This design comes from an exercise in tuning for small area and a short achievable clock period on the open sky130 flow, not from production work.
Only simulation tests tie the RTL to the original design; equivalence was not proved.

## xgmii2axis_rx
module xgmii2axis_rx (
    input  logic        clk,
    input  logic        inv_aresetn,
    input  logic [63:0] xgmii_d_i,
    input  logic [7:0]  xgmii_c_i,
    output logic [63:0] m_axis_tdata_o,
    output logic [7:0]  m_axis_tkeep_o,
    output logic        m_axis_tvalid_o,
    output logic        m_axis_tlast_o,
    output logic        m_axis_tuser_o,
    output logic [31:0] good_frames_o,
    output logic [31:0] bad_frames_o
);
For scale: roughly 1300 cells after synthesis, roughly 210 I/O pins, about 13000 µm² of cells after synthesis.
export LEC_CHECK = 0
export CAP_MARGIN = 20
export CORE_MARGIN = 2
export CORE_UTILIZATION = 40
export CTS_CLUSTER_DIAMETER = 90
export CTS_CLUSTER_SIZE = 24
export SLEW_MARGIN = 20
export SYNTH_HIERARCHICAL = 1
create_clock -name core_clock -period 15.0 [get_ports {clk}]
standard.sh (not shown) runs the stock make flow with config.mk's settings and CLKGATE_MAP_FILE= SYNTH_SCRIPT=/design/flow/synth_recipe.tcl, a recipe that flattens the netlist after the stock synthesis.
==> flow/flow/run.sh <==
#!/bin/bash
# The standard layout, with plain buffers (not delay cells) on the ports, and timing repair
# aimed at a 4.08 ns period (setup margin 10.92 ns on the 15 ns clock)
set -euo pipefail
bash standard.sh "BUFFER_PORTS_ARGS=-buffer_cell sky130_fd_sc_hd__buf_1" SETUP_SLACK_MARGIN=10.92 finish > layout.log 2>&1
Edit:
- CTS_CLUSTER_DIAMETER: 90 -> 120
- CTS_CLUSTER_SIZE: 24 -> 30
Global-route usage decreases by 0.11 points.
Flip-flop and latch count does not change.
Area after synthesis does not change.
Core utilization decreases by 0.47 points.
Hold slack improves by 3.8 ps.
Clock-buffer cell count decreases by 4.
Register-to-register slack hardly moves.
Design area decreases by 1.0%.
Edit:
- GPL_TIMING_DRIVEN: unset -> 0
The new run ran to the end with no violations.
Critical path depth went up by 3.
Non-clock buffer count went up by 27.
Sequential cell count does not change.
Die area stays the same.
Edit:
- CTS_CLUSTER_DIAMETER: 120 -> 60
- CTS_CLUSTER_SIZE: 30 -> 18
- GPL_TIMING_DRIVEN: 0 -> unset
Result:
- worst setup slack got worse by 15 ps
- non-clock buffer count goes down by 12
- final area goes up slightly
- via count goes down slightly
Edit:
==> flow/flow/run.sh (replaced) <==
#!/bin/bash
# The standard layout, with plain buffers (not delay cells) on the ports, and timing repair
# aimed at a 4.12 ns period (setup margin 10.88 ns on the 15 ns clock)
set -euo pipefail
bash standard.sh "BUFFER_PORTS_ARGS=-buffer_cell sky130_fd_sc_hd__buf_1" SETUP_SLACK_MARGIN=10.88 finish > layout.log 2>&1
- CTS_CLUSTER_DIAMETER: 60 -> 120
- CTS_CLUSTER_SIZE: 18 -> 30
Utilization shrinks by 2.0 points.
Worst hold slack improved by 6.6 ps.
Non-clock buffer count shrinks by 13.
Critical path depth is unchanged.
Synthesized cell count is unchanged.
Design area shrinks by 4.2%.
Register-to-register slack improved by 210 ps.

* * *

Another version of the RTL of xgmii2axis_rx (not shown whole).
Size in the first run: ~1200 cells after synthesis, about 210 I/O pins, roughly 13000 um^2 of cells after synthesis.
==> flow/config.mk <==
export PLATFORM = sky130hd
export DESIGN_NAME = xgmii2axis_rx
export DESIGN_NICKNAME = xgmii2axis_rx
export VERILOG_FILES = /design/flow/design.v
export SDC_FILE = /design/flow/constraint.sdc
export NUM_CORES = 4
export LEC_CHECK = 0
export CAP_MARGIN = 20
export CORE_MARGIN = 2
export CORE_UTILIZATION = 40
export CTS_CLUSTER_DIAMETER = 120
export CTS_CLUSTER_SIZE = 30
export SLEW_MARGIN = 20
export SYNTH_HIERARCHICAL = 1
==> flow/constraint.sdc <==
create_clock -name core_clock -period 15.0 [get_ports {clk}]
set_input_delay 3.0000 -clock core_clock [delete_from_list [all_inputs] [get_ports {clk}]]
set_output_delay 3.0000 -clock core_clock [all_outputs]
set_load 0.01 [all_outputs]
==> flow/flow/run.sh <==
#!/bin/bash
# The standard layout, with plain buffers (not delay cells) on the ports, and timing repair
# aimed at a 4.16 ns period (setup margin 10.84 ns on the 15 ns clock)
set -euo pipefail
bash standard.sh "BUFFER_PORTS_ARGS=-buffer_cell sky130_fd_sc_hd__buf_1" SETUP_SLACK_MARGIN=10.84 finish > layout.log 2>&1
Edit:
==> flow/flow/run.sh (replaced) <==
#!/bin/bash
# The standard layout, with plain buffers (not delay cells) on the ports, and timing repair
# aimed at a 4.12 ns period (setup margin 10.88 ns on the 15 ns clock)
set -euo pipefail
bash standard.sh "BUFFER_PORTS_ARGS=-buffer_cell sky130_fd_sc_hd__buf_1" SETUP_SLACK_MARGIN=10.88 finish > layout.log 2>&1
The changed run ran to the end with no violations.
First-iteration DRC count goes up by 8.5%.
Fmax goes up by about 0.9%.
Global-route usage goes down by 0.59 points.
Die area is unchanged.
Wire length goes down by 1.7%.
Cell count barely changes.
Edit:
==> flow/flow/run.sh (replaced) <==
#!/bin/bash
# The standard layout, with plain buffers (not delay cells) on the ports, and timing repair
# aimed at a 4.08 ns period (setup margin 10.92 ns on the 15 ns clock)
set -euo pipefail
bash standard.sh "BUFFER_PORTS_ARGS=-buffer_cell sky130_fd_sc_hd__buf_1" SETUP_SLACK_MARGIN=10.92 finish > layout.log 2>&1
Settings changed: CAP_MARGIN 20 to 5, SLEW_MARGIN 20 to 5.
What happened:
- worst setup slack improved by 0.0039 ns
- count of clock-buffer cells in the layout drops by 1
- die area is unchanged
- critical path depth is unchanged
- clock skew drops by 0.0057 ns
- core utilization climbs by 0.62 points
- global-route usage barely changes
- cell area climbs by 1.3%
- wire length climbs by 1.3%
- worst hold slack is about the same

==> separate check: timing with driven ports <==
Ports are ideal in the flow. The routed layouts listed here were re-timed in OpenROAD.
Step 1 sets driving cells, clkbuf_16 on the clock port and buf_2 on the other inputs (assumed; they add their load-dependent delay and slew).
Step 2 adds t to the input delays and takes it off the output delays; t is the mean of the earliest and latest rising clock arrival at the registers after step 1. Input paths then give back, and output paths get back, about the clock's delay inside the block.
a / b / c = ideal / step 1 / step 2; a / b = the first two.
| run | t (ns) | setup slack, ns | latest minus earliest clock arrival (ns) | cell pins on the clock port's net |
|---|---|---|---|---|
| the first run of note 1 | 0.546 | 10.943 / 10.890 / 10.454 | 0.022 / 0.022 | 1 |
| the second run of note 1 | 0.530 | 10.939 / 10.888 / 10.457 | 0.023 / 0.023 | 1 |
| the third run of note 1 | 0.532 | 10.924 / 10.880 / 10.420 | 0.026 / 0.026 | 1 |
| the fourth run of note 1 | 0.573 | 10.909 / 10.857 / 10.422 | 0.021 / 0.021 | 1 |
| the fifth run of note 1 | 0.532 | 10.924 / 10.875 / 10.413 | 0.018 / 0.018 | 1 |
| the first run of note 2 | 0.532 | 10.882 / 10.832 / 10.427 | 0.027 / 0.027 | 1 |
| the second run of note 2 | 0.531 | 10.918 / 10.871 / 10.427 | 0.025 / 0.026 | 1 |
| the third run of note 2 | 0.540 | 10.922 / 10.871 / 10.402 | 0.017 / 0.017 | 1 |
After both steps setup and hold are still met in every run listed. The setup slack of the third run of note 2, which loses most, moves by -0.051 ns with the drivers and by -0.520 ns with both steps.
